Context: an optimization exercise on an open-source flow, tuned for small area and a short achievable clock period. The choices shown serve that exercise and are no tape-out recipe.
RTL that was checked went through simulation tests only; none was proved equivalent to the original.
Function not checked in runs 1 to 5: the RTL went through the layout flow alone.
Power figures rest on the tool's default switching activity, not on a simulated workload.

[flow/config.mk]
export PLATFORM = sky130hd
export DESIGN_NAME = instr_mem_loader
export DESIGN_NICKNAME = instr_mem_loader
export VERILOG_FILES = /design/flow/design.v
export SDC_FILE = /design/flow/constraint.sdc
export NUM_CORES = 4
export LEC_CHECK = 0
export CAP_MARGIN = 20
export CORE_MARGIN = 2
export CORE_UTILIZATION = 40
export SLEW_MARGIN = 20
[flow/constraint.sdc]
create_clock -name core_clock -period 8.0 [get_ports {Clk}]
set_input_delay 1.6000 -clock core_clock [delete_from_list [all_inputs] [get_ports {Clk}]]
set_output_delay 1.6000 -clock core_clock [all_outputs]
set_load 0.01 [all_outputs]
[flow/design.v]
`default_nettype none
module instr_mem_loader #(
  parameter logic [7:0] LOAD_BASE      = 8'h00,
  parameter logic       ERR_ON_HI_BITS = 1'b1
) (
  input  logic       Clk,
  input  logic       Rst,
  input  logic [7:0] i_Addres_Instr_Bus,
  output logic [8:0] o_Instruction,
  input  logic       i_Load_Start,
  input  logic [7:0] i_Load_Byte,
  input  logic       i_Load_Valid,
  output logic       o_Load_Ready,
  output logic       o_Core_Hold,
  output logic       o_Load_Done,
  output logic       o_Load_Err,
  output logic [8:0] o_Load_Count
);
  typedef enum logic [2:0] {
    S_IDLE = 3'd0, S_LEN = 3'd1, S_LO = 3'd2, S_HI = 3'd3, S_DONE = 3'd5
  } state_t;
  state_t     r_state;
  state_t     w_state_nxt;
  logic [8:0] r_mem [256];
  logic [7:0] r_ptr;
  logic [7:0] r_lo;
  logic [8:0] r_remaining;
  logic       r_err_pend;
  logic       r_hold;
  logic       r_err;
  logic [8:0] r_count;
  logic w_ready;
  logic w_accept;
  logic w_last;
  logic w_hi_bad;
  logic w_we;
  assign o_Instruction = r_mem[i_Addres_Instr_Bus];
  assign o_Load_Ready  = w_ready;
  assign o_Core_Hold   = r_hold;
  assign o_Load_Err    = r_err;
  assign o_Load_Count  = r_count;
  assign w_last   = (r_remaining == 9'd1);
  assign w_hi_bad = ERR_ON_HI_BITS && (i_Load_Byte[7:1] != 7'd0);
  assign w_we     = w_accept && (r_state == S_HI) && !Rst;
  always_ff @(posedge Clk) begin
    if (Rst) begin
      r_state <= S_IDLE;
    end else begin
      r_state <= w_state_nxt;
    end
  end
  always_comb begin
    w_state_nxt = r_state;
    w_ready     = 1'b0;
    o_Load_Done = 1'b0;
    case (r_state)
      S_LEN, S_LO, S_HI: w_ready = 1'b1;
      S_DONE: begin
        o_Load_Done = ~r_err_pend;
        w_state_nxt = S_IDLE;
      end
      default: ;
    endcase
    w_accept = w_ready & i_Load_Valid & ~i_Load_Start;
    if (w_accept) begin
      case (r_state)
        S_LEN: w_state_nxt = S_LO;
        S_LO:  w_state_nxt = S_HI;
        S_HI:  w_state_nxt = w_last ? S_DONE : S_LO;
        default: ;
      endcase
    end
    if (i_Load_Start) begin
      w_state_nxt = S_LEN;
    end
  end
  always_ff @(posedge Clk) begin
    if (Rst) begin
      r_ptr       <= LOAD_BASE;
      r_lo        <= 8'd0;
      r_remaining <= 9'd0;
      r_err_pend  <= 1'b0;
      r_hold      <= 1'b0;
      r_err       <= 1'b0;
      r_count     <= 9'd0;
    end else if (i_Load_Start) begin
      r_ptr       <= LOAD_BASE;
      r_remaining <= 9'd0;
      r_err_pend  <= 1'b0;
      r_hold      <= 1'b1;
      r_err       <= 1'b0;
      r_count     <= 9'd0;
    end else begin
      if (w_accept) begin
        case (r_state)
          S_LEN: r_remaining <= (i_Load_Byte == 8'd0) ? 9'd256 : {1'b0, i_Load_Byte};
          S_LO:  r_lo <= i_Load_Byte;
          S_HI: begin
            r_ptr       <= r_ptr + 8'd1;
            r_remaining <= r_remaining - 9'd1;
            if (r_count != 9'h100) begin
              r_count <= r_count + 9'd1;
            end
            if (w_hi_bad) begin
              r_err_pend <= 1'b1;
            end
          end
          default: ;
        endcase
      end
      if (r_state == S_DONE) begin
        if (r_err_pend) begin
          r_err <= 1'b1;
        end else begin
          r_hold <= 1'b0;
        end
        r_err_pend <= 1'b0;
      end
    end
  end
  always_ff @(posedge Clk) begin
    if (w_we) begin
      r_mem[r_ptr] <= {i_Load_Byte[0], r_lo};
    end
  end
endmodule
`default_nettype wire
[flow/run.sh]
#!/bin/bash
# synth_recipe.tcl (not shown) runs the flow's synth.tcl, then flattens the netlist and writes it again
# the make line also repeats each setting of config.mk as NAME=value (left out here)
make -C /OpenROAD-flow-scripts/flow DESIGN_CONFIG=/design/flow/config.mk WORK_HOME=/design/flow/orfs CLKGATE_MAP_FILE= SYNTH_SCRIPT=/design/flow/synth_recipe.tcl finish
==> impl_metrics.env, run 1 <==
export IMPL_ys_types=62
export IMPL_die_w_um=480.9
export IMPL_async_reset_ff_share_pct=0
export IMPL_clkLatencyLatePin_ps=870
export IMPL_ys_warn_count=1
export IMPL_worstSetupStartpoint="i_Addres_Instr_Bus[0]"
export IMPL_cts_buffer_depth=3
export IMPL_r2r_start="r_state[1]"
export IMPL_cp_required_ps=6400
export IMPL_first_pass_iters=5
export IMPL_maxSlewViolCount=0
export IMPL_grtUsageTotal_pct=19.07
export IMPL_cts_tree="yes"
export IMPL_timing_max_cap_violations=0
export IMPL_fmax_ghz=0.1371
export IMPL_dp_slack_ps=429.1
export IMPL_io_pin_count=42
export IMPL_arrival_ps=5700
export IMPL_r2r_end="r_mem[98][4]"
export IMPL_worstMarginPinSlew_ps=1367
export IMPL_cp_endpoint="o_Instruction[0]"
export IMPL_grt_max_degree=193
export IMPL_via_per_inst=5.738
export IMPL_fin_nets=4601
export IMPL_timing_final_ws_setup_ps=704.3
export IMPL_postLayoutCellArea_sq_mm=0.1027
export IMPL_antenna_found_initial=12
export IMPL_cts_hold_buf=0
export IMPL_fin_worst_skew_ps=36.28
export IMPL_wirelength_mm=222.9
export IMPL_endpoint_kind="output pin"
export IMPL_wl_per_cell_um=28.68
export IMPL_cts_buffers=225
export IMPL_dp_cells=7354
export IMPL_vias=44600
export IMPL_r2r_slack_ps=3560
export IMPL_power_leakage_nw=27.03
export IMPL_outcome="no timing/DRC/antenna violations"
export IMPL_postRouteAntennaNets=0
export IMPL_fin_cells=7773
export IMPL_clk_pin_slew_ps=70
export IMPL_grt_pass1_vias=44340
export IMPL_ys_seq_area_share_pct=76.95
export IMPL_post_cts_setup_buffers=0
export IMPL_drive_gt1_share_pct=22.96
export IMPL_die_area_sq_mm=0.2312
export IMPL_netlist_area_sq_mm=0.09095
export IMPL_rows=175
export IMPL_timing_hold_violations_final=0
export IMPL_holdCritPathClass="reg2reg"
export IMPL_setup_viol=0
export IMPL_clock_sinks=2344
export IMPL_syn_to_final_growth_pct=12.96
export IMPL_gr_total_overflow=0
export IMPL_drcViolationCount=0
export IMPL_synthCells=4380
export IMPL_p_per_area_mw_per_mm2=240.0
export IMPL_root_buffer="clkbuf_16"
export IMPL_reg2reg_depth=6
export IMPL_rsz0062_at_grt="no"
export IMPL_period_share_pct=91.20
export IMPL_cp_start_kind="primary input"
export IMPL_relSlewSlack_pct=8.883
export IMPL_synth_nets=4408
export IMPL_ctsResizeCount=0
export IMPL_port_buffers=41
export IMPL_postPlaceCellArea_sq_mm=0.09544
export IMPL_die_h_um=480.9
export IMPL_synth_flop_cell="edfxtp_1"
export IMPL_synth_seq_cells=2344
export IMPL_fin_crit_ps=7296
export IMPL_gp_congestion=0.8783
export IMPL_final_setup_tns_ps=0
export IMPL_worstPathMaxFanout=34
export IMPL_vdd_ir_drop_max_v=0.0002073
export IMPL_synth_edf_count=2304
export IMPL_grt_pass1_wl_mm=319.9
export IMPL_avgSynthCellArea_sq_um=20.77
export IMPL_htreeDepth=4
export IMPL_core_area_sq_mm=0.2266
export IMPL_hpwl_mm=135.2
export IMPL_initial_core_util_pct=40.13
export IMPL_criticalPathCategory="in2out"
export IMPL_dr_first_iter_drc_count=5014
export IMPL_final_core_util_pct=45.34
==> layout by cell type, fill, tap and decap left out, types with 7 or more instances in the layout <==
cell type	instances
a211oi_1	38
clkinv_4	7
or2_2	12
xor2_1	9
mux4_2	506
a22oi_1	201
a21oi_1	139
nand3_1	13
buf_12	33
o22ai_1	25
bufinv_16	21
nor3_1	10
nand2_1	76
ha_1	8
nand4_1	7
nand2b_1	10
buf_4	156
clkinvlp_4	11
o21ai_0	33
clkbuf_1	37
dfxtp_4	8
clkinv_1	57
nor2_1	336
clkbuf_16	228
nor2b_1	12
dfxtp_1	32
nor4_1	17
nand3_2	15
edfxtp_1	2304
clkdlybuf4s50_1	35
or3_1	10
inv_1	10
a22o_1	12
mux2i_1	131
clkinv_2	38
a21o_1	9
o221ai_1	32
==> layer usage <==
metal  up-vias  global-route usage (%)  wire, um
li1      18660                       -         -
met1     23950                   27.04     94030
met2      1679                   30.31    107700
met3       310                   3.418     15390
met4         4                   5.491      5840
met5         -                       0        25
==> critical path, stage by stage <==
cell and delay, ps:
buf_8 390, buf_4 300, buf_12 240, buf_4 300, mux2i_1 130, o221ai_1 300
o21ai_0 140, a211oi_1 530, nor4_2 240, nor4_2 740, clkdlybuf4s50_1 680
==> through the flow <==
step                      hold WS (ps)  power [mW]
after floorplan                  439.6       14.10
final                            457.0       24.66
after CTS                        452.3       24.85
after global routing             481.3       25.33
after global placement           457.7       14.43
after detailed placement         462.0       14.44
==> layout make-up <==
cell class	instances	area, sq um
Timing Repair Buffer	233	2286
Clock buffer	271	5927
Antenna cell	3	7.507
Sequential cell	2344	70020
Fill cell	18840	123900
Clock inverter	144	1343
Inverter	10	37.54
Multi-Input combinational cell	1759	19360
Tap cell	3009	3765
==> power by group <==
| part | switching, mW | leakage, nW | internal [mW] |
|---|---|---|---|
| combinational | 0.533 | 6.47 | 0.321 |
| sequential | 0.00599 | 17.0 | 13.3 |
| clock | 4.55 | 3.53 | 5.94 |
| total | 5.09 | 27.0 | 19.6 |
==> flip-flops by register name (all words and copies together) (netlist names) <==
name and cells:
r_lo 8, r_state 3, r_ptr 8, r_err 1, r_remaining 9, r_mem 2304
r_count 9, r_err_pend 1, r_hold 1
==> synthesized netlist by cell type, types with 23 or more instances <==
cell / count / area [sq um]
nor4_1: 23 / 143.9
a21oi_1: 139 / 695.7
o22ai_1: 25 / 156.4
o21ai_0: 33 / 165.2
nand3_1: 29 / 145.1
a22oi_1: 201 / 1509
nand2_1: 76 / 285.3
buf_6: 23 / 259.0
nor2_1: 339 / 1272
a211oi_1: 38 / 285.3
mux4_2: 506 / 11400
o221ai_1: 32 / 280.3
buf_2: 64 / 320.3
buf_4: 30 / 225.2
mux2i_1: 131 / 1311
dfxtp_1: 40 / 800.8
edfxtp_1: 2304 / 69190
clkbuf_1: 114 / 427.9
==> worst min path at each step <==
| stage | to | slack (ps) | cells past startpoint | start |
|---|---|---|---|---|
| floorplan | r_remaining[1] | 440 | 2 | r_remaining[1] |
| finish | r_mem[138][6] | 460 | 0 | r_lo[6] |
| global placement | r_remaining[1] | 460 | 2 | r_remaining[1] |
| detailed placement | r_mem[138][6] | 460 | 0 | r_lo[6] |
| CTS | r_mem[138][6] | 450 | 0 | r_lo[6] |
| global route | r_mem[138][6] | 480 | 0 | r_lo[6] |
==> logic make-up (layout without fill, tap and decap cells) <==
| kind of cell | after synthesis | count (layout) | synth area share, % |
|---|---|---|---|
| xor gates and xnor gates | 15 | 15 | 0.1444 |
| AOI/OAI and AO/OA | 535 | 535 | 4.080 |
| buffers and inverters | 277 | 658 | 1.960 |
| and+or+nand+nor | 560 | 560 | 2.704 |
| muxes | 641 | 641 | 14.05 |
| adders and majority gates | 8 | 8 | 0.1101 |
| DFF | 2344 | 2344 | 76.95 |
| other | 0 | 3 | 0 |
==> inputs of run 2 (changes only) <==
--- a/flow/config.mk
+++ b/flow/config.mk
@@ -8,4 +8,5 @@
 export CAP_MARGIN = 20
 export CORE_MARGIN = 2
 export CORE_UTILIZATION = 40
+export SETUP_SLACK_MARGIN = 3
 export SLEW_MARGIN = 20
==> impl_metrics.env, run 2 <==
export IMPL_synth_commonest_cells="edfxtp_1, mux4_2, nor2_1"
export IMPL_cp_cell_sequence="buf_16 > buf_12 > buf_16 > mux4_2 > a22oi_1 > a21oi_1 > nor4_4 > nor4_4 > buf_2"
export IMPL_multi_input_area_sq_mm=0.02080
export IMPL_fmax_ghz=0.1750
export IMPL_grt_pass1_vias=45450
export IMPL_clk_pin_slew_ps=60
export IMPL_final_setup_tns_ps=0
export IMPL_p_per_area_mw_per_mm2=232.4
export IMPL_vias=45580
export IMPL_regArea_sq_mm=0.07002
export IMPL_wirelength_mm=235.4
export IMPL_maxSlewViolCount=0
export IMPL_hpwl_mm=135.6
export IMPL_vdd_ir_drop_max_v=0.0002175
export IMPL_reg2reg_depth=6
export IMPL_synth_nets=4408
export IMPL_critPathTopFamily="simple AND/OR/NAND/NOR gates"
export IMPL_cts_buffer_depth=3
export IMPL_async_reset_ff_share_pct=0
export IMPL_top_register="r_mem"
export IMPL_hold_depth=2
export IMPL_relSlewSlack_pct=23.06
export IMPL_whs_endpoint="r_remaining[1]"
export IMPL_synth_compound_area_share_pct=4.080
export IMPL_synth_area_mux_share_pct=14.05
export IMPL_endpoint_kind="output pin"
export IMPL_final_common_cell="edfxtp_1"
export IMPL_critPathSlowestCell="mux4_2"
export IMPL_synth_flop_cell="edfxtp_1"
export IMPL_criticalPathCategory="in2out"
export IMPL_cp_start_kind="primary input"
export IMPL_synthAdderAreaFrac_pct=0.1101
export IMPL_cts_tree="yes"
export IMPL_core_area_sq_mm=0.2266
export IMPL_grtUsageTotal_pct=20.18
export IMPL_grt_max_degree=205
export IMPL_die_h_um=480.9
export IMPL_gp_congestion=0.8445
export IMPL_r2r_start="r_state[1]"
export IMPL_drcViolationCount=0
export IMPL_htreeDepth=4
export IMPL_worstPathMaxFanout=19
export IMPL_worst_path_buf_inv=4
export IMPL_wl_per_cell_um=29.85
export IMPL_synthTopCellsByArea="edfxtp_1, mux4_2, a22oi_1"
export IMPL_antenna_found_initial=6
export IMPL_initial_core_util_pct=40.13
export IMPL_clock_sinks=2344
export IMPL_largest_reg_flops=2304
export IMPL_synth_edf_count=2304
export IMPL_fin_nets=4717
export IMPL_worstMarginPinSlew_ps=1151
export IMPL_fin_cells=7888
export IMPL_yosys_area_share_simple_pct=2.704
export IMPL_cts_buffers=223
export IMPL_cts_hold_buf=0
export IMPL_timing_max_cap_violations=0
export IMPL_final_cell_mix="edfxtp_1, mux4_2, nor2_1, clkbuf_16, buf_4"
export IMPL_yosysMostFrequentCell="edfxtp_1"
export IMPL_die_w_um=480.9
export IMPL_grt_pass1_wl_mm=335.1
export IMPL_timing_hold_violations_final=0
export IMPL_synthCells=4380
export IMPL_holdCritPathClass="reg2reg"
export IMPL_postRouteAntennaNets=0
export IMPL_drive_gt1_share_pct=29.27
export IMPL_fin_crit_ps=5714
export IMPL_first_pass_iters=6
export IMPL_power_leakage_nw=28.21
export IMPL_rsz0062_at_grt="yes"
export IMPL_synth_seq_cells=2344
export IMPL_clkLatencyLatePin_ps=890
export IMPL_largest_registers="r_mem x2304, r_count x9, r_remaining x9"
export IMPL_ys_types=62
export IMPL_io_pin_count=42
export IMPL_root_buffer="clkbuf_16"
export IMPL_avgSynthCellArea_sq_um=20.77
export IMPL_slowest_delay_ps=560
export IMPL_gr_total_overflow=0
export IMPL_synthXorXnorAreaFrac_pct=0.1444
export IMPL_cp_required_ps=6400
export IMPL_fillCellCount=18530
export IMPL_timing_final_ws_setup_ps=2286
export IMPL_arrival_ps=4110
export IMPL_dp_cells=7331
export IMPL_hp_start="r_remaining[1]"
export IMPL_setup_viol=0
export IMPL_period_share_pct=71.42
export IMPL_yosysTopAreaCell="edfxtp_1"
export IMPL_synth_top_area_share_pct=76.07
export IMPL_via_per_inst=5.779
export IMPL_synth_top_family_by_area="multiplexers"
export IMPL_rows=175
export IMPL_finalPower_mw=24.63
export IMPL_outcome="no timing/DRC/antenna violations"
export IMPL_ys_warn_count=1
export IMPL_dr_first_iter_drc_count=5644
export IMPL_syn_to_final_growth_pct=16.52
export IMPL_ys_seq_area_share_pct=76.95
export IMPL_die_area_sq_mm=0.2312
export IMPL_fin_worst_skew_ps=64.92
export IMPL_r2r_end="r_mem[209][2]"
export IMPL_dp_slack_ps=311.9
export IMPL_port_buffers=41
export IMPL_r2r_slack_ps=3860
export IMPL_netlist_area_sq_mm=0.09095
[run 2: cell counts after synthesis]
Identical to the previous run, type by type.
[run 2: worst max path at each step]
stage	from	end	slack [ps]	cells past startpoint
final	i_Addres_Instr_Bus[0]	o_Instruction[1]	2290	9
after global routing	i_Addres_Instr_Bus[1]	o_Instruction[2]	2250	11
after CTS	i_Addres_Instr_Bus[0]	o_Instruction[5]	2250	10
after detailed placement	i_Addres_Instr_Bus[4]	o_Instruction[1]	310	10
after global placement	i_Addres_Instr_Bus[4]	o_Instruction[1]	360	10
after floorplan	i_Addres_Instr_Bus[0]	o_Instruction[7]	3000	11
[run 2: worst reg2reg max path: cells and delay by family (launching register included)]
kind	cells	cell delay [ps]
simple gates	5	2750
flops	1	550
buf+inv	1	470
[run 2: layer usage]
layer	track usage (%)	up-vias	part of all wire, %
li1	-	18900	-
met1	27.77	24460	41
met2	32.85	1877	49
met3	3.716	345	7.5
met4	6.039	4	2.9
met5	0	-	0.011
[run 2: power by group]
part	switching, mW	leakage (nW)	internal (mW)
clock network	4.58	3.43	5.63
registers	0.00566	17.0	13.3
logic	0.633	7.75	0.464
[run 2: final cells by class]
class / instances / share of cell area, %
Antenna cell: 4 / 0.009444
Clock buffer: 273 / 5.492
Clock inverter: 138 / 1.122
Inverter: 10 / 0.03542
Multi-Input combinational cell: 1761 / 19.63
Sequential cell: 2344 / 66.06
Tap cell: 3009 / 3.552
Timing Repair Buffer: 349 / 4.101
[run 2: timing repair]
action,CTS,global route
cloned,28,0
buffers inserted,93,19
resized for setup,379,53
pin swaps,66,26
hold endpoints to repair,0,0
setup endpoints to repair,144,270
[run 2: stage by stage]
step | area [sq um] | utilization [%] | hold slack (ps)
2_1_floorplan | 90980 | - | 439.6
3_3_place_gp | 95210 | 42.01 | 456.3
3_5_place_dp | 95240 | 42.02 | 471.4
4_1_cts | 105500 | 46.56 | 480.0
5_1_grt | 106000 | 46.76 | 490.0
6_report | 106000 | 46.77 | 477.9
[run 2: cells by family (layout without fill, tap and decap cells)]
kind of cell             Yosys count  count (layout)
AND/OR/NAND/NOR                  560             562
XOR/XNOR                          15              15
flip-flops                      2344            2344
other                              0               4
buffers and inverters            277             770
adder cells (fa/ha/maj)            8               8
multiplexers                     641             641
AO/OA/AOI/OAI                    535             535
==> inputs of run 3 (changes only) <==
--- a/flow/design.v
+++ b/flow/design.v
@@ -34,7 +34,18 @@
   logic w_last;
   logic w_hi_bad;
   logic w_we;
-  assign o_Instruction = r_mem[i_Addres_Instr_Bus];
+  logic [255:0] w_sel;
+  logic [8:0]   w_rd;
+  always_comb begin
+    for (int i = 0; i < 256; i++) begin
+      w_sel[i] = (i_Addres_Instr_Bus == i[7:0]);
+    end
+    w_rd = 9'd0;
+    for (int i = 0; i < 256; i++) begin
+      w_rd = w_rd | (r_mem[i] & {9{w_sel[i]}});
+    end
+  end
+  assign o_Instruction = w_rd;
   assign o_Load_Ready  = w_ready;
   assign o_Core_Hold   = r_hold;
   assign o_Load_Err    = r_err;
==> impl_metrics.env, run 3 <==
export IMPL_hold_depth=2
export IMPL_clkLatencyLatePin_ps=950
export IMPL_p_per_area_mw_per_mm2=231.0
export IMPL_fin_crit_ps=7396
export IMPL_fin_worst_skew_ps=61.37
export IMPL_p_sw_mw=5.428
export IMPL_async_reset_ff_share_pct=0
export IMPL_grt_pass1_vias=58310
export IMPL_syn_to_final_growth_pct=23.97
export IMPL_clk_pin_slew_ps=70
export IMPL_grt_max_degree=179
export IMPL_largest_registers="r_mem x2304, r_count x9, r_remaining x9"
export IMPL_cp_depth=12
export IMPL_cp_cell_sequence="buf_16 > buf_4 > nand4b_1 > nor2_1 > buf_4 > a32oi_1 > nand4_1 > nor4_1 > and4_1 > nand4_1 > buf_4 > buf_6"
export IMPL_wirelength_mm=461.1
export IMPL_ys_seq_area_share_pct=79.91
export IMPL_timing_max_cap_violations=2
export IMPL_fmax_ghz=0.1352
export IMPL_gp_congestion=1.127
export IMPL_ys_types=65
export IMPL_first_pass_iters=13
export IMPL_hpwl_mm=294.0
export IMPL_r2r_start="r_state[0]"
export IMPL_maxSlewViolCount=9
export IMPL_synth_edf_count=2304
export IMPL_synth_commonest_cells="edfxtp_1, a22oi_1, nor2_1"
export IMPL_ys_warn_count=1
export IMPL_htreeDepth=4
export IMPL_via_per_inst=7.420
export IMPL_wl_per_cell_um=51.56
export IMPL_largest_reg_flops=2304
export IMPL_vias=66360
export IMPL_rows=171
export IMPL_cts_buffers=234
export IMPL_synth_nets=5172
export IMPL_cts_buffer_depth=3
export IMPL_p_int_mw=19.65
export IMPL_drcViolationCount=0
export IMPL_rsz0062_at_grt="yes"
export IMPL_critPathTopFamily="simple AND/OR/NAND/NOR gates"
export IMPL_endpoint_kind="output pin"
export IMPL_final_cell_mix="edfxtp_1, a22oi_1, buf_4, nor2_1, clkbuf_16"
export IMPL_synthTopCellsByArea="edfxtp_1, a22oi_1, a32oi_1"
export IMPL_io_pin_count=42
export IMPL_postRouteAntennaNets=0
export IMPL_top_register="r_mem"
export IMPL_vdd_ir_drop_max_v=0.0001986
export IMPL_final_common_cell="edfxtp_1"
export IMPL_dr_first_iter_drc_count=15550
export IMPL_grtUsageTotal_pct=40.16
export IMPL_worstMarginPinSlew_ps=1627
export IMPL_worstPathMaxFanout=11
export IMPL_hp_start="r_remaining[0]"
export IMPL_initial_core_util_pct=40.29
export IMPL_power_frac_seq_pct=53.1
export IMPL_synth_top_area_share_pct=78.99
export IMPL_drive_gt1_share_pct=26.31
export IMPL_antenna_found_initial=51
export IMPL_so_faults="capacitance limit, slew limit"
export IMPL_root_buffer="clkbuf_16"
export IMPL_timing_hold_violations_final=0
export IMPL_fin_nets=5868
export IMPL_power_leakage_nw=38.60
export IMPL_core_area_sq_mm=0.2174
export IMPL_whs_ps=486.2
export IMPL_arrival_ps=5800
export IMPL_outcome="failed layout checks"
export IMPL_p_clk_share_pct=44.2
export IMPL_port_buffers=41
export IMPL_switching_share_pct=21.64
export IMPL_slowest_delay_ps=950
export IMPL_cp_start_kind="primary input"
export IMPL_cpMostUsedCell="buf_4"
export IMPL_critPathSlowestCell="a32oi_1"
export IMPL_avgSynthCellArea_sq_um=17.03
export IMPL_worst_path_buf_inv=5
export IMPL_holdCritPathClass="reg2reg"
export IMPL_finalPower_mw=25.08
export IMPL_fillCellCount=17830
export IMPL_die_h_um=471.9
export IMPL_die_area_sq_mm=0.2227
export IMPL_reg2reg_depth=6
export IMPL_setup_viol=0
export IMPL_period_share_pct=92.45
export IMPL_gr_total_overflow=0
export IMPL_cts_tree="yes"
export IMPL_yosysMostFrequentCell="edfxtp_1"
export IMPL_grt_pass1_wl_mm=581.9
export IMPL_worstSetupStartpoint="i_Addres_Instr_Bus[7]"
export IMPL_combPwrFrac_pct=2.8
export IMPL_criticalPathCategory="in2out"
export IMPL_relSlewSlack_pct=-8.823
export IMPL_netlist_area_sq_mm=0.08759
export IMPL_synthCells=5144
export IMPL_synth_flop_cell="edfxtp_1"
export IMPL_synth_seq_cells=2344
export IMPL_die_w_um=471.9
export IMPL_yosysTopAreaCell="edfxtp_1"
export IMPL_clock_sinks=2344
export IMPL_cp_required_ps=6400
## run 3: cell types whose count changed in the layout (fill, tap and decap cells not counted), sizes merged, moves of 126 or more
cell | before | now
mux4 | 508 | 0
a22oi | 201 | 631
buf | 314 | 744
a32oi | 6 | 183
o22ai | 25 | 159
nand3 | 29 | 155
## run 3: cell families (layout without fill, tap and decap cells)
family                     count (synthesis)  count (layout)  synth area share, %
adders and majority gates                  8               8               0.1143
muxes                                     10              10               0.1157
DFF                                     2344            2344                79.91
other                                      0              41                    0
and+or+nand+nor                         1042            1051                6.024
buffers and inverters                    349            1244                1.694
AOI/OAI and AO/OA                       1376            1376                12.00
xor gates and xnor gates                  15              15               0.1500
## run 3: power groups by stage
| stage | clock (mW) | sequential (mW) | combinational [mW] |
|---|---|---|---|
| 2_1_floorplan | 0 | 13.6 | 0.172 |
| 3_3_place_gp | 0 | 13.6 | 0.442 |
| 3_5_place_dp | 0 | 13.6 | 0.445 |
| 4_1_cts | 11.0 | 13.3 | 0.603 |
| 5_1_grt | 11.5 | 13.3 | 0.662 |
| 6_report | 11.1 | 13.3 | 0.696 |
## run 3: layout make-up
class	instances	area [sq um]	area share [%]
clock buffer	302	6236	5.743
antenna	41	102.6	0.09449
clock inverter	142	1355	1.248
multi-input combinational	2460	18900	17.41
inverter	11	41.29	0.03803
sequential	2344	70020	64.48
timing repair buffer	789	8358	7.697
tap	2854	3571	3.289
## run 3: per-layer routing
layer | GRT usage (%) | wire length [um] | part of all wire [%]
met5 | 3.526 | 2017 | 0.44
met4 | 30.92 | 47950 | 10
met3 | 23.28 | 86820 | 19
met2 | 52.67 | 177100 | 38
met1 | 47.52 | 147200 | 32
## run 3: worst register-to-register path, stage by stage (launching register included)
cell      delay [ps]
dfxtp_1          440
nand2b_1         150
nor2_1           540
nand2_1          350
nor3b_1          730
nand2_2          960
nor2_2          1310
## run 3: timing repair
item / CTS / global route
buffers inserted: 152 / 75
cloned: 33 / 4
hold buffers: 0 / 0
endpoints found under the setup margin: 9 / 9
resized for setup: 404 / 125
pin swaps: 102 / 111
## run 3: stage by stage
stage / area [sq um] / TNS (ps) / setup slack (ps) / cells / utilization [%]
after global routing: 108500 / 0 / 1085 / 8911 / 49.91
after CTS: 107100 / 0 / 1219 / 8823 / 49.27
after floorplan: 88210 / 0 / 2744 / 5144 / -
after global placement: 95200 / -2861 / -1550 / 8185 / 43.80
after detailed placement: 95500 / -1486 / -1039 / 8194 / 43.93
final: 108600 / 0 / 604.2 / 8943 / 49.95
## run 3: worst paths after layout
check / endpoint / slack (ps)
max reg2reg: r_mem[235][7] / 3100
min: r_remaining[0] / 490
min reg2reg: r_remaining[0] / 490
max: o_Instruction[3] / 600
==> inputs of run 4 (changes only) <==
--- a/flow/design.v
+++ b/flow/design.v
@@ -34,16 +34,30 @@
   logic w_last;
   logic w_hi_bad;
   logic w_we;
+  logic [15:0]  w_dec_lo;
+  logic [15:0]  w_dec_hi;
   logic [255:0] w_sel;
+  logic [8:0]   w_grp [32];
   logic [8:0]   w_rd;
-  always_comb begin
-    for (int i = 0; i < 256; i++) begin
-      w_sel[i] = (i_Addres_Instr_Bus == i[7:0]);
+  iml_dec4 u_dec_lo (.i_a(i_Addres_Instr_Bus[3:0]), .o_y(w_dec_lo));
+  iml_dec4 u_dec_hi (.i_a(i_Addres_Instr_Bus[7:4]), .o_y(w_dec_hi));
+  for (genvar r = 0; r < 256; r++) begin : g_sel
+    assign w_sel[r] = w_dec_lo[r % 16] & w_dec_hi[r / 16];
+  end
+  for (genvar g = 0; g < 32; g++) begin : g_grp
+    iml_rd8 u_rd8 (
+      .i_sel(w_sel[8*g +: 8]),
+      .i_q0(r_mem[8*g+0]), .i_q1(r_mem[8*g+1]), .i_q2(r_mem[8*g+2]), .i_q3(r_mem[8*g+3]),
+      .i_q4(r_mem[8*g+4]), .i_q5(r_mem[8*g+5]), .i_q6(r_mem[8*g+6]), .i_q7(r_mem[8*g+7]),
+      .o_d(w_grp[g])
+    );
+  end
+  for (genvar b = 0; b < 9; b++) begin : g_bit
+    logic [31:0] w_col;
+    for (genvar g = 0; g < 32; g++) begin : g_col
+      assign w_col[g] = w_grp[g][b];
     end
-    w_rd = 9'd0;
-    for (int i = 0; i < 256; i++) begin
-      w_rd = w_rd | (r_mem[i] & {9{w_sel[i]}});
-    end
+    iml_or32 u_or32 (.i_a(w_col), .o_y(w_rd[b]));
   end
   assign o_Instruction = w_rd;
   assign o_Load_Ready  = w_ready;
@@ -135,4 +149,28 @@
     end
   end
 endmodule
+module iml_dec4 (
+  input  logic [3:0]  i_a,
+  output logic [15:0] o_y
+);
+  for (genvar i = 0; i < 16; i++) begin : g_y
+    assign o_y[i] = (i_a == i);
+  end
+endmodule
+module iml_rd8 (
+  input  logic [7:0] i_sel,
+  input  logic [8:0] i_q0, i_q1, i_q2, i_q3, i_q4, i_q5, i_q6, i_q7,
+  output logic [8:0] o_d
+);
+  assign o_d = ({9{i_sel[0]}} & i_q0) | ({9{i_sel[1]}} & i_q1)
+             | ({9{i_sel[2]}} & i_q2) | ({9{i_sel[3]}} & i_q3)
+             | ({9{i_sel[4]}} & i_q4) | ({9{i_sel[5]}} & i_q5)
+             | ({9{i_sel[6]}} & i_q6) | ({9{i_sel[7]}} & i_q7);
+endmodule
+module iml_or32 (
+  input  logic [31:0] i_a,
+  output logic        o_y
+);
+  assign o_y = |i_a;
+endmodule
 `default_nettype wire
--- a/flow/config.mk
+++ b/flow/config.mk
@@ -8,5 +8,6 @@
 export CAP_MARGIN = 20
 export CORE_MARGIN = 2
 export CORE_UTILIZATION = 40
-export SETUP_SLACK_MARGIN = 3
+export SETUP_SLACK_MARGIN = 4
 export SLEW_MARGIN = 20
+export SYNTH_HIERARCHICAL = 1
==> impl_metrics.env, run 4 <==
export IMPL_grtUsageTotal_pct=21.59
export IMPL_first_pass_iters=6
export IMPL_timing_hold_violations_final=0
export IMPL_vias=49930
export IMPL_relSlewSlack_pct=7.536
export IMPL_cts_buffer_depth=3
export IMPL_worstMarginPinSlew_ps=1383
export IMPL_die_w_um=476.1
export IMPL_synthCells=4995
export IMPL_wl_per_cell_um=30.47
export IMPL_drive_gt1_share_pct=23.09
export IMPL_holdCritPathClass="reg2reg"
export IMPL_endpoint_kind="output pin"
export IMPL_cts_hold_buf=0
export IMPL_largest_reg_flops=2304
export IMPL_yosys_area_share_simple_pct=7.154
export IMPL_rsz0062_at_grt="yes"
export IMPL_postPlaceCellArea_sq_mm=0.09126
export IMPL_r2r_start="r_ptr[6]"
export IMPL_synth_compound_area_share_pct=10.51
export IMPL_grt_pass1_wl_mm=355.5
export IMPL_cp_start_kind="primary input"
export IMPL_wirelength_mm=252.8
export IMPL_fin_cells=8296
export IMPL_gr_total_overflow=0
export IMPL_grt_max_degree=190
export IMPL_hpwl_mm=151.6
export IMPL_core_area_sq_mm=0.2219
export IMPL_rows=173
export IMPL_wl_met1_mm=100.8
export IMPL_fillCellCount=18510
export IMPL_port_buffers=41
export IMPL_whs_endpoint="r_err"
export IMPL_period_share_pct=77.26
export IMPL_wl_met2_mm=118.2
export IMPL_die_h_um=476.1
export IMPL_final_common_cell="edfxtp_1"
export IMPL_antenna_found_initial=21
export IMPL_fin_crit_ps=6181
export IMPL_via_per_inst=6.018
export IMPL_root_buffer="clkbuf_16"
export IMPL_top_layer="met5"
export IMPL_synth_top_family_by_area="compound AO/OA/AOI/OAI gates"
export IMPL_postRouteAntennaNets=0
export IMPL_htreeDepth=4
export IMPL_reg2reg_depth=3
export IMPL_async_reset_ff_share_pct=0
export IMPL_timing_max_cap_violations=0
export IMPL_synth_edf_count=2304
export IMPL_clock_sinks=2344
export IMPL_synth_flop_cell="edfxtp_1"
export IMPL_fin_worst_skew_ps=76.95
export IMPL_final_setup_tns_ps=0
export IMPL_cts_tree="yes"
export IMPL_worstSetupStartpoint="i_Addres_Instr_Bus[0]"
export IMPL_criticalPathCategory="in2out"
export IMPL_largest_registers="r_mem x2304, r_count x9, r_remaining x9"
export IMPL_fin_nets=5144
export IMPL_hold_depth=2
export IMPL_ys_warn_count=8
export IMPL_setup_viol=0
export IMPL_outcome="no timing/DRC/antenna violations"
export IMPL_met3_length_mm=22.85
export IMPL_syn_to_final_growth_pct=15.00
export IMPL_yosysTopAreaCell="edfxtp_1"
export IMPL_arrival_ps=4580
export IMPL_dp_cells=7765
export IMPL_power_leakage_nw=35.72
export IMPL_r2r_end="r_mem[214][4]"
export IMPL_r2r_slack_ps=4440
export IMPL_yosysMostFrequentCell="edfxtp_1"
export IMPL_clk_pin_slew_ps=60
export IMPL_drcViolationCount=0
export IMPL_synth_area_mux_share_pct=0.1459
export IMPL_synthAdderAreaFrac_pct=0.1123
export IMPL_cts_buffers=223
export IMPL_netlist_area_sq_mm=0.08917
export IMPL_fmax_ghz=0.1618
export IMPL_cp_required_ps=6400
export IMPL_synthXorXnorAreaFrac_pct=0.1277
export IMPL_hp_start="r_err"
export IMPL_postLayoutCellArea_sq_mm=0.1025
export IMPL_maxSlewViolCount=0
export IMPL_avgSynthCellArea_sq_um=17.85
export IMPL_clkLatencyLatePin_ps=900
export IMPL_die_area_sq_mm=0.2267
export IMPL_ys_types=57
export IMPL_synth_top_area_share_pct=77.59
export IMPL_synth_seq_cells=2344
export IMPL_ys_seq_area_share_pct=78.49
export IMPL_synth_nets=5023
export IMPL_vdd_ir_drop_max_v=0.0002045
export IMPL_initial_core_util_pct=40.19
export IMPL_p_per_area_mw_per_mm2=237.2
export IMPL_gp_congestion=0.9304
export IMPL_top_register="r_mem"
export IMPL_synthTopCellsByArea="edfxtp_1, a22oi_1, buf_6"
export IMPL_worstPathMaxFanout=9
export IMPL_grt_pass1_vias=48070
export IMPL_final_cell_mix="edfxtp_1, a22oi_1, nand4_1, a22oi_2, clkbuf_16"
export IMPL_io_pin_count=42
export IMPL_dr_first_iter_drc_count=6896
export IMPL_synth_commonest_cells="edfxtp_1, a22oi_1, nand4_1"
[run 4: changes by cell type after synthesis, moves of 137 or more]
cell and delta:
and2_1 +258, o22ai_1 -159, nand3_1 -137, buf_6 +203
a22oi_1 +426, nand4_1 +212, clkbuf_1 -154, a32oi_1 -183
[run 4: worst max-delay path: stages]
cell	delay [ps]
buf_12	100
buf_12	130
and4bb_4	250
buf_4	190
and2_4	220
a22oi_2	230
nand4_1	370
nor4_4	460
nand4_1	420
or2_4	430
buf_6	130
[run 4: repair_timing]
action,in CTS,in global routing
gates resized for setup,538,268
setup endpoints to repair,2314,1847
pin swaps,141,80
gates cloned,7,2
buffers inserted,64,26
[run 4: stage by stage]
stage,power (mW),utilization [%],setup WS [ps],hold WS (ps)
CTS,24.42,45.65,1879,481.5
floorplan,13.64,-,3132,457.5
detailed placement,13.75,41.13,-35.96,462.4
global placement,13.75,41.10,-257.3,471.5
global route,24.89,46.22,1835,502.3
finish,24.32,46.22,1819,479.8
[run 4: worst max path at each step]
stage / end / slack (ps) / depth (start not counted)
3_5_place_dp: o_Instruction[3] / -40 / 10
4_1_cts: o_Instruction[0] / 1880 / 11
6_report: o_Instruction[0] / 1820 / 11
5_1_grt: o_Instruction[0] / 1830 / 11
2_1_floorplan: o_Instruction[1] / 3130 / 10
3_3_place_gp: o_Instruction[8] / -260 / 10
[run 4: Yosys stat by module (local to each module, per instance)]
module	flip-flops and latches	copies in the design	area [sq um]	cells inside
iml_dec4	0	2	276.5	20
iml_or32	0	9	75.07	11
iml_rd8	0	32	421.7	53
instr_mem_loader	2344	1	74450	3160
[run 4: metal layers]
| layer | global-route usage [%] | up-vias |
|---|---|---|
| li1 | - | 20880 |
| met3 | 4.230 | 463 |
| met1 | 29.53 | 26030 |
| met4 | 8.800 | 4 |
| met2 | 33.90 | 2552 |
| met5 | 0 | - |
[run 4: area by class of cell]
| cell class | count | area, sq um | area share (%) |
|---|---|---|---|
| flip-flops and latches | 2344 | 70020 | 68.28 |
| multi-input cells | 2301 | 18580 | 18.12 |
| clock buffers | 255 | 5722 | 5.580 |
| well taps | 2975 | 3722 | 3.630 |
| repair buffers | 235 | 2625 | 2.560 |
| clock inverters | 168 | 1813 | 1.768 |
| inverters | 11 | 41.29 | 0.04026 |
| diodes | 7 | 17.52 | 0.01708 |
[run 4: logic make-up after synthesis]
logic type / count (synthesis)
multiplexers: 13
AO/OA/AOI/OAI: 1189
flip-flops: 2344
XOR/XNOR: 13
AND/OR/NAND/NOR: 1073
buffers and inverters: 355
adder cells (fa/ha/maj): 8
[run 4: report_power, final]
group          internal (mW)  leakage (nW)  total, mW  switching (mW)
clock network           6.11          3.67       10.8            4.67
logic                 0.0782          5.75      0.239           0.161
registers               13.3          26.3       13.3         0.00409
total                   19.5          35.7       24.3            4.84
==> inputs of run 5 (changes only) <==
--- a/flow/design.v
+++ b/flow/design.v
@@ -34,30 +34,24 @@
   logic w_last;
   logic w_hi_bad;
   logic w_we;
-  logic [15:0]  w_dec_lo;
-  logic [15:0]  w_dec_hi;
-  logic [255:0] w_sel;
-  logic [8:0]   w_grp [32];
-  logic [8:0]   w_rd;
+  logic [15:0] w_dec_lo;
+  logic [15:0] w_dec_hi;
+  logic [8:0]  w_rd;
   iml_dec4 u_dec_lo (.i_a(i_Addres_Instr_Bus[3:0]), .o_y(w_dec_lo));
   iml_dec4 u_dec_hi (.i_a(i_Addres_Instr_Bus[7:4]), .o_y(w_dec_hi));
-  for (genvar r = 0; r < 256; r++) begin : g_sel
-    assign w_sel[r] = w_dec_lo[r % 16] & w_dec_hi[r / 16];
-  end
-  for (genvar g = 0; g < 32; g++) begin : g_grp
-    iml_rd8 u_rd8 (
-      .i_sel(w_sel[8*g +: 8]),
-      .i_q0(r_mem[8*g+0]), .i_q1(r_mem[8*g+1]), .i_q2(r_mem[8*g+2]), .i_q3(r_mem[8*g+3]),
-      .i_q4(r_mem[8*g+4]), .i_q5(r_mem[8*g+5]), .i_q6(r_mem[8*g+6]), .i_q7(r_mem[8*g+7]),
-      .o_d(w_grp[g])
-    );
-  end
   for (genvar b = 0; b < 9; b++) begin : g_bit
-    logic [31:0] w_col;
-    for (genvar g = 0; g < 32; g++) begin : g_col
-      assign w_col[g] = w_grp[g][b];
+    logic [15:0] w_grp_n;
+    for (genvar g = 0; g < 16; g++) begin : g_grp
+      logic [15:0] w_q;
+      logic [1:0]  w_half;
+      for (genvar r = 0; r < 16; r++) begin : g_q
+        assign w_q[r] = r_mem[16*g+r][b];
+      end
+      iml_lf8 u_lf0 (.i_sel(w_dec_lo[7:0]),  .i_q(w_q[7:0]),  .o_y(w_half[0]));
+      iml_lf8 u_lf1 (.i_sel(w_dec_lo[15:8]), .i_q(w_q[15:8]), .o_y(w_half[1]));
+      iml_oai21 u_gate (.i_a1(w_half[0]), .i_a2(w_half[1]), .i_b1(w_dec_hi[g]), .o_yn(w_grp_n[g]));
     end
-    iml_or32 u_or32 (.i_a(w_col), .o_y(w_rd[b]));
+    iml_nand16 u_or (.i_a(w_grp_n), .o_y(w_rd[b]));
   end
   assign o_Instruction = w_rd;
   assign o_Load_Ready  = w_ready;
@@ -157,20 +151,24 @@
     assign o_y[i] = (i_a == i);
   end
 endmodule
-module iml_rd8 (
+module iml_lf8 (
   input  logic [7:0] i_sel,
-  input  logic [8:0] i_q0, i_q1, i_q2, i_q3, i_q4, i_q5, i_q6, i_q7,
-  output logic [8:0] o_d
+  input  logic [7:0] i_q,
+  output logic       o_y
 );
-  assign o_d = ({9{i_sel[0]}} & i_q0) | ({9{i_sel[1]}} & i_q1)
-             | ({9{i_sel[2]}} & i_q2) | ({9{i_sel[3]}} & i_q3)
-             | ({9{i_sel[4]}} & i_q4) | ({9{i_sel[5]}} & i_q5)
-             | ({9{i_sel[6]}} & i_q6) | ({9{i_sel[7]}} & i_q7);
+  logic [3:0] w_n;
+  for (genvar c = 0; c < 4; c++) begin : g_c
+    assign w_n[c] = ~((i_sel[2*c] & i_q[2*c]) | (i_sel[2*c+1] & i_q[2*c+1]));
+  end
+  assign o_y = ~&w_n;
 endmodule
-module iml_or32 (
-  input  logic [31:0] i_a,
+module iml_oai21 (input logic i_a1, i_a2, i_b1, output logic o_yn);
+  assign o_yn = ~((i_a1 | i_a2) & i_b1);
+endmodule
+module iml_nand16 (
+  input  logic [15:0] i_a,
   output logic        o_y
 );
-  assign o_y = |i_a;
+  assign o_y = ~&i_a;
 endmodule
 `default_nettype wire
--- a/flow/config.mk
+++ b/flow/config.mk
@@ -7,7 +7,9 @@
 export LEC_CHECK = 0
 export CAP_MARGIN = 20
 export CORE_MARGIN = 2
-export CORE_UTILIZATION = 40
-export SETUP_SLACK_MARGIN = 4
+export CORE_UTILIZATION = 60
+export CTS_CLUSTER_DIAMETER = 60
+export CTS_CLUSTER_SIZE = 25
+export SETUP_SLACK_MARGIN = 3
 export SLEW_MARGIN = 20
 export SYNTH_HIERARCHICAL = 1
==> impl_metrics.env, run 5 <==
export IMPL_cts_tree="yes"
export IMPL_largest_registers="r_mem x2304, r_count x9, r_remaining x9"
export IMPL_switching_share_pct=21.89
export IMPL_finalPower_mw=22.57
export IMPL_cp_required_ps=6400
export IMPL_gr_total_overflow=0
export IMPL_cts_buffer_depth=3
export IMPL_via_per_inst=7.123
export IMPL_dr_first_iter_drc_count=7204
export IMPL_yosysMostFrequentCell="edfxtp_1"
export IMPL_clk_pin_slew_ps=80
export IMPL_final_common_cell="edfxtp_1"
export IMPL_fin_worst_skew_ps=24.49
export IMPL_synth_top_area_share_pct=81.70
export IMPL_vias=49430
export IMPL_cp_start_kind="primary input"
export IMPL_maxSlewViolCount=0
export IMPL_postLayoutCellArea_sq_mm=0.09621
export IMPL_dp_slack_ps=361.3
export IMPL_ys_types=55
export IMPL_io_pin_count=42
export IMPL_relSlewSlack_pct=21.91
export IMPL_endpoint_kind="output pin"
export IMPL_die_area_sq_mm=0.1442
export IMPL_antenna_found_initial=11
export IMPL_core_area_sq_mm=0.1399
export IMPL_wl_per_cell_um=36.74
export IMPL_outcome="no timing/DRC/antenna violations"
export IMPL_synth_seq_cells=2344
export IMPL_combPwrFrac_pct=4.4
export IMPL_fin_crit_ps=6237
export IMPL_grt_pass1_vias=46150
export IMPL_rsz0062_at_grt="yes"
export IMPL_p_int_mw=17.63
export IMPL_timing_final_ws_setup_ps=1763
export IMPL_synth_edf_count=2304
export IMPL_gp_congestion=0.8299
export IMPL_power_frac_seq_pct=58.9
export IMPL_grtUsageTotal_pct=34.49
export IMPL_htreeDepth=4
export IMPL_drcViolationCount=0
export IMPL_synth_flop_cell="edfxtp_1"
export IMPL_timing_max_cap_violations=0
export IMPL_ys_seq_area_share_pct=82.65
export IMPL_vdd_ir_drop_max_v=0.0002330
export IMPL_largest_reg_flops=2304
export IMPL_synth_commonest_cells="edfxtp_1, a22oi_1, nand4_1"
export IMPL_hpwl_mm=139.8
export IMPL_synthCells=4570
export IMPL_async_reset_ff_share_pct=0
export IMPL_timing_hold_violations_final=0
export IMPL_period_share_pct=77.96
export IMPL_fin_nets=4970
export IMPL_holdCritPathClass="reg2reg"
export IMPL_first_pass_iters=6
export IMPL_grt_max_degree=187
export IMPL_clkLatencyLatePin_ps=810
export IMPL_worstPathMaxFanout=6
export IMPL_port_buffers=41
export IMPL_netlist_area_sq_mm=0.08468
export IMPL_postRouteAntennaNets=0
export IMPL_rows=137
export IMPL_clock_sinks=2344
export IMPL_p_sw_mw=4.940
export IMPL_initial_core_util_pct=60.54
export IMPL_top_register="r_mem"
export IMPL_avgSynthCellArea_sq_um=18.53
export IMPL_die_h_um=379.7
export IMPL_p_per_area_mw_per_mm2=234.5
export IMPL_die_w_um=379.7
export IMPL_cts_hold_buf=0
export IMPL_worstMarginPinSlew_ps=1171
export IMPL_p_clk_share_pct=36.8
export IMPL_syn_to_final_growth_pct=13.61
export IMPL_fmax_ghz=0.1603
export IMPL_r2r_slack_ps=3970
export IMPL_synthTopCellsByArea="edfxtp_1, a22oi_1, nand4_1"
export IMPL_cts_buffers=144
export IMPL_yosysTopAreaCell="edfxtp_1"
export IMPL_power_leakage_nw=24.80
export IMPL_final_setup_tns_ps=0
export IMPL_wirelength_mm=255.0
export IMPL_final_cell_mix="edfxtp_1, a22oi_1, nand4_1, nor2_1, clkbuf_16"
export IMPL_drive_gt1_share_pct=13.67
export IMPL_criticalPathCategory="in2out"
export IMPL_postPlaceCellArea_sq_mm=0.08863
export IMPL_grt_pass1_wl_mm=350.3
export IMPL_ys_warn_count=7
export IMPL_root_buffer="clkbuf_16"
export IMPL_synth_nets=4598
export IMPL_arrival_ps=4640
export IMPL_final_core_util_pct=68.78
export IMPL_setup_viol=0
-- run 5: worst max-delay path: stages --
cell,delay (ps)
buf_12,120
buf_12,140
and4bb_4,300
buf_6,150
buf_4,150
a22oi_1,300
nand4_1,310
o21ai_1,320
nand4_1,370
or4_4,690
buf_6,150
-- run 5: kinds of logic after synthesis --
group | share of synthesized area, %
buf+inv | 0.4462
fa+ha+maj | 0.1182
compound gates | 11.42
flops | 82.65
mux | 0.1064
xor+xnor | 0.1345
simple gates | 5.130
-- run 5: per-layer routing --
metal	GRT usage, %	vias up	share of wire, %
met3	6.416	485	11
met4	12.89	12	4.7
met5	0	-	0.027
met2	52.64	2994	46
li1	-	20380	-
met1	50.34	25570	39
-- run 5: power by group through the flow --
stage | logic (mW) | registers, mW | clock network (mW)
after floorplan | 0.425 | 13.6 | 0
after global placement | 0.834 | 13.6 | 0
after detailed placement | 0.837 | 13.6 | 0
after CTS | 0.932 | 13.3 | 8.33
after global routing | 1.01 | 13.3 | 8.75
final | 0.982 | 13.3 | 8.30
-- run 5: metrics by stage --
stage	std cells	hold slack, ps
floorplan	4570	457.8
global placement	6558	451.4
detailed placement	6558	467.1
CTS	6903	487.1
global route	6938	507.9
finish	6940	480.0
-- run 5: path summary, 6_finish.rpt --
| check | start | depth (start not counted) | to |
|---|---|---|---|
| worst min-delay path | r_err | 2 | r_err |
| worst max register to register | r_state[0] | 4 | r_mem[168][8] |
| worst min register to register | r_err | 2 | r_err |
| worst max-delay path | i_Addres_Instr_Bus[2] | 11 | o_Instruction[7] |
-- run 5: modules after synthesis (local to each module, per instance) --
module / cells / cell area (sq um)
iml_oai21: 1 / 5.005
instr_mem_loader: 2901 / 72670
iml_lf8: 5 / 36.28
iml_dec4: 20 / 276.5
iml_nand16: 5 / 32.53
-- run 5: layout make-up --
class | instances | area [sq um]
inverters | 14 | 52.55
fillers | 9167 | 43670
clock buffers | 162 | 3958
diodes | 2 | 5.005
well taps | 1876 | 2347
multi-input cells | 2157 | 15080
flip-flops and latches | 2344 | 70020
clock inverters | 104 | 1135
repair buffers | 281 | 3618
-- run 5: timing repair --
| item | 4_1_cts | 5_1_grt |
|---|---|---|
| gates resized for setup | 225 | 48 |
| cloned | 27 | 9 |
| pin swaps | 110 | 62 |
| buffers inserted | 52 | 24 |
| hold endpoints to repair | 0 | 0 |
| setup endpoints to repair | 9 | 9 |
==> inputs of run 6 (changes only) <==
--- a/flow/design.v
+++ b/flow/design.v
@@ -51,7 +51,15 @@
       iml_lf8 u_lf1 (.i_sel(w_dec_lo[15:8]), .i_q(w_q[15:8]), .o_y(w_half[1]));
       iml_oai21 u_gate (.i_a1(w_half[0]), .i_a2(w_half[1]), .i_b1(w_dec_hi[g]), .o_yn(w_grp_n[g]));
     end
-    iml_nand16 u_or (.i_a(w_grp_n), .o_y(w_rd[b]));
+    logic [3:0] w_q4;
+    logic [1:0] w_q2_n;
+    for (genvar k = 0; k < 4; k++) begin : g_n4
+      iml_nand4 u_n4 (.i_a(w_grp_n[4*k+3:4*k]), .o_y(w_q4[k]));
+    end
+    for (genvar k = 0; k < 2; k++) begin : g_n2
+      iml_nor2 u_o2 (.i_a(w_q4[2*k]), .i_b(w_q4[2*k+1]), .o_yn(w_q2_n[k]));
+    end
+    iml_nand2 u_out (.i_a(w_q2_n[0]), .i_b(w_q2_n[1]), .o_y(w_rd[b]));
   end
   assign o_Instruction = w_rd;
   assign o_Load_Ready  = w_ready;
@@ -165,10 +173,13 @@
 module iml_oai21 (input logic i_a1, i_a2, i_b1, output logic o_yn);
   assign o_yn = ~((i_a1 | i_a2) & i_b1);
 endmodule
-module iml_nand16 (
-  input  logic [15:0] i_a,
-  output logic        o_y
-);
+module iml_nand4 (input logic [3:0] i_a, output logic o_y);
   assign o_y = ~&i_a;
 endmodule
+module iml_nor2 (input logic i_a, i_b, output logic o_yn);
+  assign o_yn = ~(i_a | i_b);
+endmodule
+module iml_nand2 (input logic i_a, i_b, output logic o_y);
+  assign o_y = ~(i_a & i_b);
+endmodule
 `default_nettype wire
==> impl_metrics.env, run 6 <==
export IMPL_relSlewSlack_pct=21.87
export IMPL_fin_worst_skew_ps=28.79
export IMPL_ys_seq_area_share_pct=82.61
export IMPL_period_share_pct=76.73
export IMPL_wirelength_mm=263.2
export IMPL_regArea_sq_mm=0.07002
export IMPL_cts_buffer_depth=3
export IMPL_top_register="r_mem"
export IMPL_core_area_sq_mm=0.1399
export IMPL_vdd_ir_drop_max_v=0.0002214
export IMPL_grt_pass1_wl_mm=360.0
export IMPL_clkLatencyLatePin_ps=810
export IMPL_timing_hold_violations_final=0
export IMPL_hpwl_mm=138.5
export IMPL_clock_sinks=2344
export IMPL_dr_first_iter_drc_count=7608
export IMPL_final_common_cell="edfxtp_1"
export IMPL_synthTopCellsByArea="edfxtp_1, a22oi_1, nand4_1"
export IMPL_yosysMostFrequentCell="edfxtp_1"
export IMPL_setup_viol=0
export IMPL_async_reset_ff_share_pct=0
export IMPL_outcome="no timing/DRC/antenna violations"
export IMPL_p_per_area_mw_per_mm2=230.0
export IMPL_dp_slack_ps=536.6
export IMPL_syn_to_final_growth_pct=15.90
export IMPL_initial_core_util_pct=60.57
export IMPL_postRouteAntennaNets=0
export IMPL_synth_nets=4616
export IMPL_wl_per_cell_um=37.23
export IMPL_grt_pass1_vias=46950
export IMPL_first_pass_iters=6
export IMPL_endpoint_kind="output pin"
export IMPL_gr_total_overflow=0
export IMPL_multi_input_area_sq_mm=0.01550
export IMPL_timing_max_cap_violations=0
export IMPL_root_buffer="clkbuf_16"
export IMPL_ys_types=55
export IMPL_largest_reg_flops=2304
export IMPL_antenna_found_initial=10
export IMPL_r2r_slack_ps=4000
export IMPL_criticalPathCategory="in2out"
export IMPL_worstMarginPinSlew_ps=1168
export IMPL_netlist_area_sq_mm=0.08472
export IMPL_fin_nets=5101
export IMPL_synth_seq_cells=2344
export IMPL_worstPathMaxFanout=8
export IMPL_synth_commonest_cells="edfxtp_1, a22oi_1, nand4_1"
export IMPL_avgSynthCellArea_sq_um=18.46
export IMPL_die_h_um=379.8
export IMPL_via_per_inst=7.143
export IMPL_final_core_util_pct=70.19
export IMPL_die_area_sq_mm=0.1442
export IMPL_io_pin_count=42
export IMPL_port_buffers=41
export IMPL_synth_top_area_share_pct=81.67
export IMPL_die_w_um=379.8
export IMPL_maxSlewViolCount=0
export IMPL_fillCellCount=8987
export IMPL_drive_gt1_share_pct=16.85
export IMPL_cts_hold_buf=0
export IMPL_grtUsageTotal_pct=35.58
export IMPL_gp_congestion=0.8922
export IMPL_clk_pin_slew_ps=70
export IMPL_yosysTopAreaCell="edfxtp_1"
export IMPL_cp_start_kind="primary input"
export IMPL_synth_flop_cell="edfxtp_1"
export IMPL_htreeDepth=4
export IMPL_timing_final_ws_setup_ps=1862
export IMPL_ys_warn_count=7
export IMPL_arrival_ps=4540
export IMPL_fmax_ghz=0.1629
export IMPL_holdCritPathClass="reg2reg"
export IMPL_rsz0062_at_grt="yes"
export IMPL_cts_tree="yes"
export IMPL_grt_max_degree=241
export IMPL_whs_ps=488.9
export IMPL_cp_required_ps=6400
export IMPL_drcViolationCount=0
export IMPL_synth_edf_count=2304
export IMPL_cts_buffers=144
export IMPL_vias=50500
export IMPL_synthCells=4588
export IMPL_rows=137
export IMPL_power_leakage_nw=25.74
export IMPL_fin_crit_ps=6138
export IMPL_largest_registers="r_mem x2304, r_count x9, r_remaining x9"
export IMPL_final_setup_tns_ps=0
export IMPL_final_cell_mix="edfxtp_1, a22oi_1, nand4_1, nor2_1, buf_4"
==> run 6: cell count changes after synthesis, sizes merged <==
cell and change:
or4 -9, nand2 +9, nor2 +18
==> run 6: worst max-delay path, cell delays in order <==
cell and delay [ps]:
buf_16 110, buf_12 120, buf_12 130, and4bb_4 290
buf_8 180, buf_16 170, a22oi_2 160, nand4_1 300
o21ai_2 320, nand4_1 560, nor2_2 310, nand2_2 110
buf_6 140
==> run 6: per-layer routing <==
layer | vias up | track usage [%] | routed length, um
met1 | 26210 | 52.24 | 101200
met5 | - | 0 | 44
li1 | 20630 | - | -
met3 | 453 | 7.327 | 30880
met4 | 6 | 13.00 | 11450
met2 | 3191 | 53.56 | 119600
==> run 6: timing repair <==
action	CTS	global route
pin swaps	162	124
cloned	40	10
gates resized for setup	340	78
buffers inserted	104	29
endpoints found under the setup margin	9	9
==> run 6: worst paths after layout <==
kind / from / to / cells past startpoint
max: i_Addres_Instr_Bus[1] / o_Instruction[6] / 13
min: r_hold / r_hold / 2
max reg2reg: r_state[2] / r_mem[170][3] / 4
min reg2reg: r_hold / r_hold / 2
==> run 6: area by class of cell <==
type                            count  share of cell area [%]
Sequential cell                  2344                   71.31
Multi-Input combinational cell   2173                   15.79
Timing Repair Buffer              396                   5.347
Clock buffer                      164                   3.995
Tap cell                         1876                   2.391
Clock inverter                    101                   1.107
Inverter                           14                 0.05352
Antenna cell                        1                0.002549
==> run 6: per-module statistics from Yosys (local to each module, per instance) <==
module,flip-flops and latches,cells
iml_nor2,0,1
iml_nand2,0,1
iml_lf8,0,5
iml_nand4,0,1
instr_mem_loader,2344,2901
iml_oai21,0,1
iml_dec4,0,20
==> run 6: report_power, final <==
part	internal [mW]	switching, mW
combinational	0.386	0.666
clock	3.99	4.26
sequential	13.3	0.00396
total	17.7	4.93
==> run 6: logic make-up after synthesis <==
group / Yosys count / share of synthesized area [%]
DFF: 2344 / 82.61
and+or+nand+nor: 790 / 5.168
buffers and inverters: 81 / 0.4460
AOI/OAI and AO/OA: 1343 / 11.41
muxes: 9 / 0.1063
adders and majority gates: 8 / 0.1182
xor gates and xnor gates: 13 / 0.1344
==> run 6: stage by stage <==
stage,total power [mW],instances,cell area [sq um]
2_1_floorplan,13.99,4588,84730
3_3_place_gp,14.37,6617,89040
3_5_place_dp,14.37,6617,89040
4_1_cts,22.55,7026,97200
5_1_grt,23.09,7069,98180
6_report,22.58,7069,98180
==> inputs of run 7 (changes only) <==
==> flow/flow/run.sh (new file) <==
#!/bin/bash
# Own layout flow: the standard layout (standard.sh, unchanged synthesis
# and steps), with clock tree synthesis told not to add dummy loads. The tree
# keeps the same sink clustering as config.mk sets.
set -euo pipefail
export CTS_ARGS="-sink_clustering_enable -repair_clock_nets -sink_clustering_size 25 -sink_clustering_max_diameter 60 -dont_use_dummy_load"
bash standard.sh > standard_flow.log 2>&1
==> flow/standard.sh (new file) <==
#!/bin/bash
# synth_recipe.tcl (not shown) runs the flow's synth.tcl, then flattens the netlist and writes it again
# the make line also repeats each setting of config.mk as NAME=value (left out here)
make -C /OpenROAD-flow-scripts/flow DESIGN_CONFIG=/design/flow/config.mk WORK_HOME=/design/flow/orfs CLKGATE_MAP_FILE= SYNTH_SCRIPT=/design/flow/synth_recipe.tcl "${@:-finish}"
--- a/flow/config.mk
+++ b/flow/config.mk
@@ -10,6 +10,7 @@
 export CORE_UTILIZATION = 60
 export CTS_CLUSTER_DIAMETER = 60
 export CTS_CLUSTER_SIZE = 25
+export PLACE_DENSITY = 0.85
 export SETUP_SLACK_MARGIN = 3
 export SLEW_MARGIN = 20
 export SYNTH_HIERARCHICAL = 1
removed: flow/run.sh
==> impl_metrics.env, run 7 <==
export IMPL_outcome="failed layout checks"
export IMPL_so_faults="capacitance limit, slew limit"
export IMPL_yosysMostFrequentCell="edfxtp_1"
export IMPL_final_setup_tns_ps=0
export IMPL_grtUsageTotal_pct=33.13
export IMPL_fillCellCount=7961
export IMPL_netlist_area_sq_mm=0.08472
export IMPL_yosysTopAreaCell="edfxtp_1"
export IMPL_fin_worst_skew_ps=101.6
export IMPL_gp_congestion=0.8867
export IMPL_die_h_um=379.8
export IMPL_die_area_sq_mm=0.1442
export IMPL_ys_seq_area_share_pct=82.61
export IMPL_hold_depth=2
export IMPL_final_cell_mix="edfxtp_1, a22oi_1, nand4_1, nor2_1, clkbuf_16"
export IMPL_cp_start_kind="primary input"
export IMPL_grt_pass1_wl_mm=345.7
export IMPL_root_buffer="clkbuf_16"
export IMPL_synthCells=4588
export IMPL_fin_nets=4985
export IMPL_cp_required_ps=6400
export IMPL_largest_registers="r_mem x2304, r_count x9, r_remaining x9"
export IMPL_fmax_ghz=0.1644
export IMPL_grt_pass1_vias=49780
export IMPL_gr_total_overflow=0
export IMPL_cts_tree="yes"
export IMPL_clkLatencyLatePin_ps=830
export IMPL_power_leakage_nw=24.11
export IMPL_wl_per_cell_um=38.13
export IMPL_multi_input_area_sq_mm=0.01543
export IMPL_ys_warn_count=7
export IMPL_synth_commonest_cells="edfxtp_1, a22oi_1, nand4_1"
export IMPL_initial_core_util_pct=60.57
export IMPL_relSlewSlack_pct=-0.06000
export IMPL_synthTopCellsByArea="edfxtp_1, a22oi_1, nand4_1"
export IMPL_rsz0062_at_grt="yes"
export IMPL_antenna_found_initial=10
export IMPL_criticalPathCategory="in2out"
export IMPL_timing_max_cap_violations=1
export IMPL_first_pass_iters=9
export IMPL_p_per_area_mw_per_mm2=220.7
export IMPL_arrival_ps=4480
export IMPL_grt_max_degree=191
export IMPL_clk_pin_slew_ps=80
export IMPL_final_common_cell="edfxtp_1"
export IMPL_syn_to_final_growth_pct=12.02
export IMPL_drcViolationCount=0
export IMPL_port_buffers=41
export IMPL_synth_top_area_share_pct=81.67
export IMPL_holdCritPathClass="reg2reg"
export IMPL_io_pin_count=42
export IMPL_wirelength_mm=260.8
export IMPL_maxSlewViolCount=1
export IMPL_critPathSlowestCell="nand4_1"
export IMPL_cts_buffer_depth=3
export IMPL_worst_path_buf_inv=5
export IMPL_endpoint_kind="output pin"
export IMPL_top_register="r_mem"
export IMPL_dr_first_iter_drc_count=12590
export IMPL_period_share_pct=76.05
export IMPL_synth_nets=4616
export IMPL_postRouteAntennaNets=0
export IMPL_hp_start="r_err"
export IMPL_postPlaceCellArea_sq_mm=0.08866
export IMPL_r2r_slack_ps=3890
export IMPL_avgSynthCellArea_sq_um=18.46
export IMPL_setup_viol=0
export IMPL_ys_types=55
export IMPL_vdd_ir_drop_max_v=0.0002400
export IMPL_via_per_inst=7.819
export IMPL_hpwl_mm=130.2
export IMPL_worstMarginPinSlew_ps=1495
export IMPL_synth_seq_cells=2344
export IMPL_reg2reg_depth=4
export IMPL_vias=53480
export IMPL_critPathTopFamily="simple AND/OR/NAND/NOR gates"
export IMPL_die_w_um=379.8
export IMPL_worstPathMaxFanout=10
export IMPL_regArea_sq_mm=0.07002
export IMPL_whs_endpoint="r_err"
export IMPL_core_area_sq_mm=0.1399
export IMPL_slowest_delay_ps=450
export IMPL_synth_flop_cell="edfxtp_1"
export IMPL_drive_gt1_share_pct=12.67
export IMPL_cp_cell_sequence="buf_16 > buf_12 > and4bb_4 > buf_16 > buf_4 > a22oi_1 > nand4_1 > o21ai_1 > nand4_1 > nor2_4 > nand2_4 > buf_4"
export IMPL_r2r_end="r_mem[0][3]"
export IMPL_fin_crit_ps=6084
export IMPL_rows=137
export IMPL_postLayoutCellArea_sq_mm=0.09490
export IMPL_htreeDepth=4
export IMPL_synth_edf_count=2304
export IMPL_largest_reg_flops=2304
export IMPL_r2r_start="r_state[0]"
export IMPL_timing_hold_violations_final=0
export IMPL_async_reset_ff_share_pct=0
export IMPL_clock_sinks=2344
export IMPL_cts_buffers=132
run 7: cell types whose count changed in the layout (fill, tap and decap cells not counted), sizes merged, moves of 2 or more:
cell,delta
bufbuf,-17
clkinvlp,-13
diode,+8
buf,-100
bufinv,-9
clkinv,-40
clkbuf,-18
inv,-39
clkdlybuf4s50,-2
run 7: timing repair:
| action | 4_1_cts | 5_1_grt |
|---|---|---|
| pin swaps | 94 | 98 |
| resized for setup | 236 | 99 |
| buffers inserted | 40 | 41 |
| gates cloned | 20 | 24 |
| hold buffers | 0 | 0 |
| endpoints found under the setup margin | 247 | 50 |
run 7: layer usage:
| layer | track usage, % | share of wire [%] |
|---|---|---|
| met5 | 0 | 0.069 |
| met4 | 17.87 | 7.8 |
| met3 | 11.92 | 19 |
| met2 | 49.42 | 44 |
| met1 | 42.90 | 29 |
run 7: through the flow:
step / hold slack [ps] / cells / setup slack (ps) / utilization [%] / total power, mW
6_report: 505.8 / 6840 / 1916 / 67.85 / 20.95
4_1_cts: 494.1 / 6763 / 2166 / 66.88 / 20.61
2_1_floorplan: 457.8 / 4588 / 397.1 / - / 13.99
3_3_place_gp: 457.5 / 6571 / 756.5 / 63.39 / 14.32
5_1_grt: 525.9 / 6831 / 2050 / 67.83 / 21.22
3_5_place_dp: 469.9 / 6571 / 650.7 / 63.39 / 14.34
run 7: logic make-up (layout without fill, tap and decap cells):
family | count (synthesis) | in the layout | synth area share [%]
compound gates | 1343 | 1343 | 11.41
xor+xnor | 13 | 13 | 0.1344
fa+ha+maj | 8 | 8 | 0.1182
buf+inv | 81 | 436 | 0.4460
flops | 2344 | 2344 | 82.61
mux | 9 | 9 | 0.1063
other cells | 0 | 9 | 0
simple gates | 790 | 802 | 5.168
run 7: worst max path at each step:
stage | from | end | slack [ps] | cells past startpoint
2_1_floorplan | i_Addres_Instr_Bus[2] | o_Instruction[0] | 400 | 8
5_1_grt | i_Addres_Instr_Bus[3] | o_Instruction[7] | 2050 | 12
4_1_cts | i_Addres_Instr_Bus[3] | o_Instruction[7] | 2170 | 12
3_3_place_gp | i_Addres_Instr_Bus[2] | o_Instruction[7] | 760 | 11
3_5_place_dp | i_Addres_Instr_Bus[2] | o_Instruction[7] | 650 | 11
6_report | i_Addres_Instr_Bus[3] | o_Instruction[7] | 1920 | 12
run 7: power breakdown:
group / internal [mW] / switching, mW / leakage [nW]
logic: 0.339 / 0.686 / 5.61
clock network: 2.94 / 3.69 / 1.63
registers: 13.3 / 0.00478 / 16.9
total: 16.6 / 4.38 / 24.1
run 7: Yosys stat by module (local to each module, per instance):
module	flops+latches	cell area (sq um)
iml_oai21	0	5.005
iml_nand2	0	3.754
iml_lf8	0	36.28
iml_nand4	0	6.256
instr_mem_loader	2344	72670
iml_dec4	0	276.5
iml_nor2	0	3.754
run 7: layout make-up:
| class | count | area share (%) |
|---|---|---|
| diodes | 9 | 0.02373 |
| clock buffers | 132 | 3.481 |
| inverters | 14 | 0.05537 |
| multi-input cells | 2175 | 16.26 |
| flip-flops and latches | 2344 | 73.78 |
| well taps | 1876 | 2.473 |
| repair buffers | 290 | 3.929 |
run 7: worst reg2reg max path: cells and delay by family, from the launching register on:
kind             cells  cell delay, ps
flip-flops           1             540
AND/OR/NAND/NOR      4            3160

static timing again, ports no longer ideal:
In the flow no input, the clock included, has a driving cell. The finished layouts below were timed again as built, in two steps.
Step 1 assumes that a clkbuf_16 drives the clock port and a buf_2 every other input.
Step 2, shift: input delay + t, output delay - t, t = (earliest + latest rising clock arrival at the registers) / 2. This alone moves slack from input paths to output paths.
Slacks: no drivers / after step 1 / after step 2; pairs: no drivers / after step 1.
run	t, ns	slack for setup (ns)
run 1	0.930	0.704 / 0.655 / 0.655
run 2	0.946	2.286 / 1.773 / 1.773
run 3	1.019	0.604 / 0.429 / 0.429
run 4	0.938	1.819 / 1.650 / 1.650
run 5	0.897	1.763 / 1.563 / 1.563
run 6	0.888	1.862 / 1.801 / 1.801
run 7	0.870	1.916 / 1.730 / 1.730
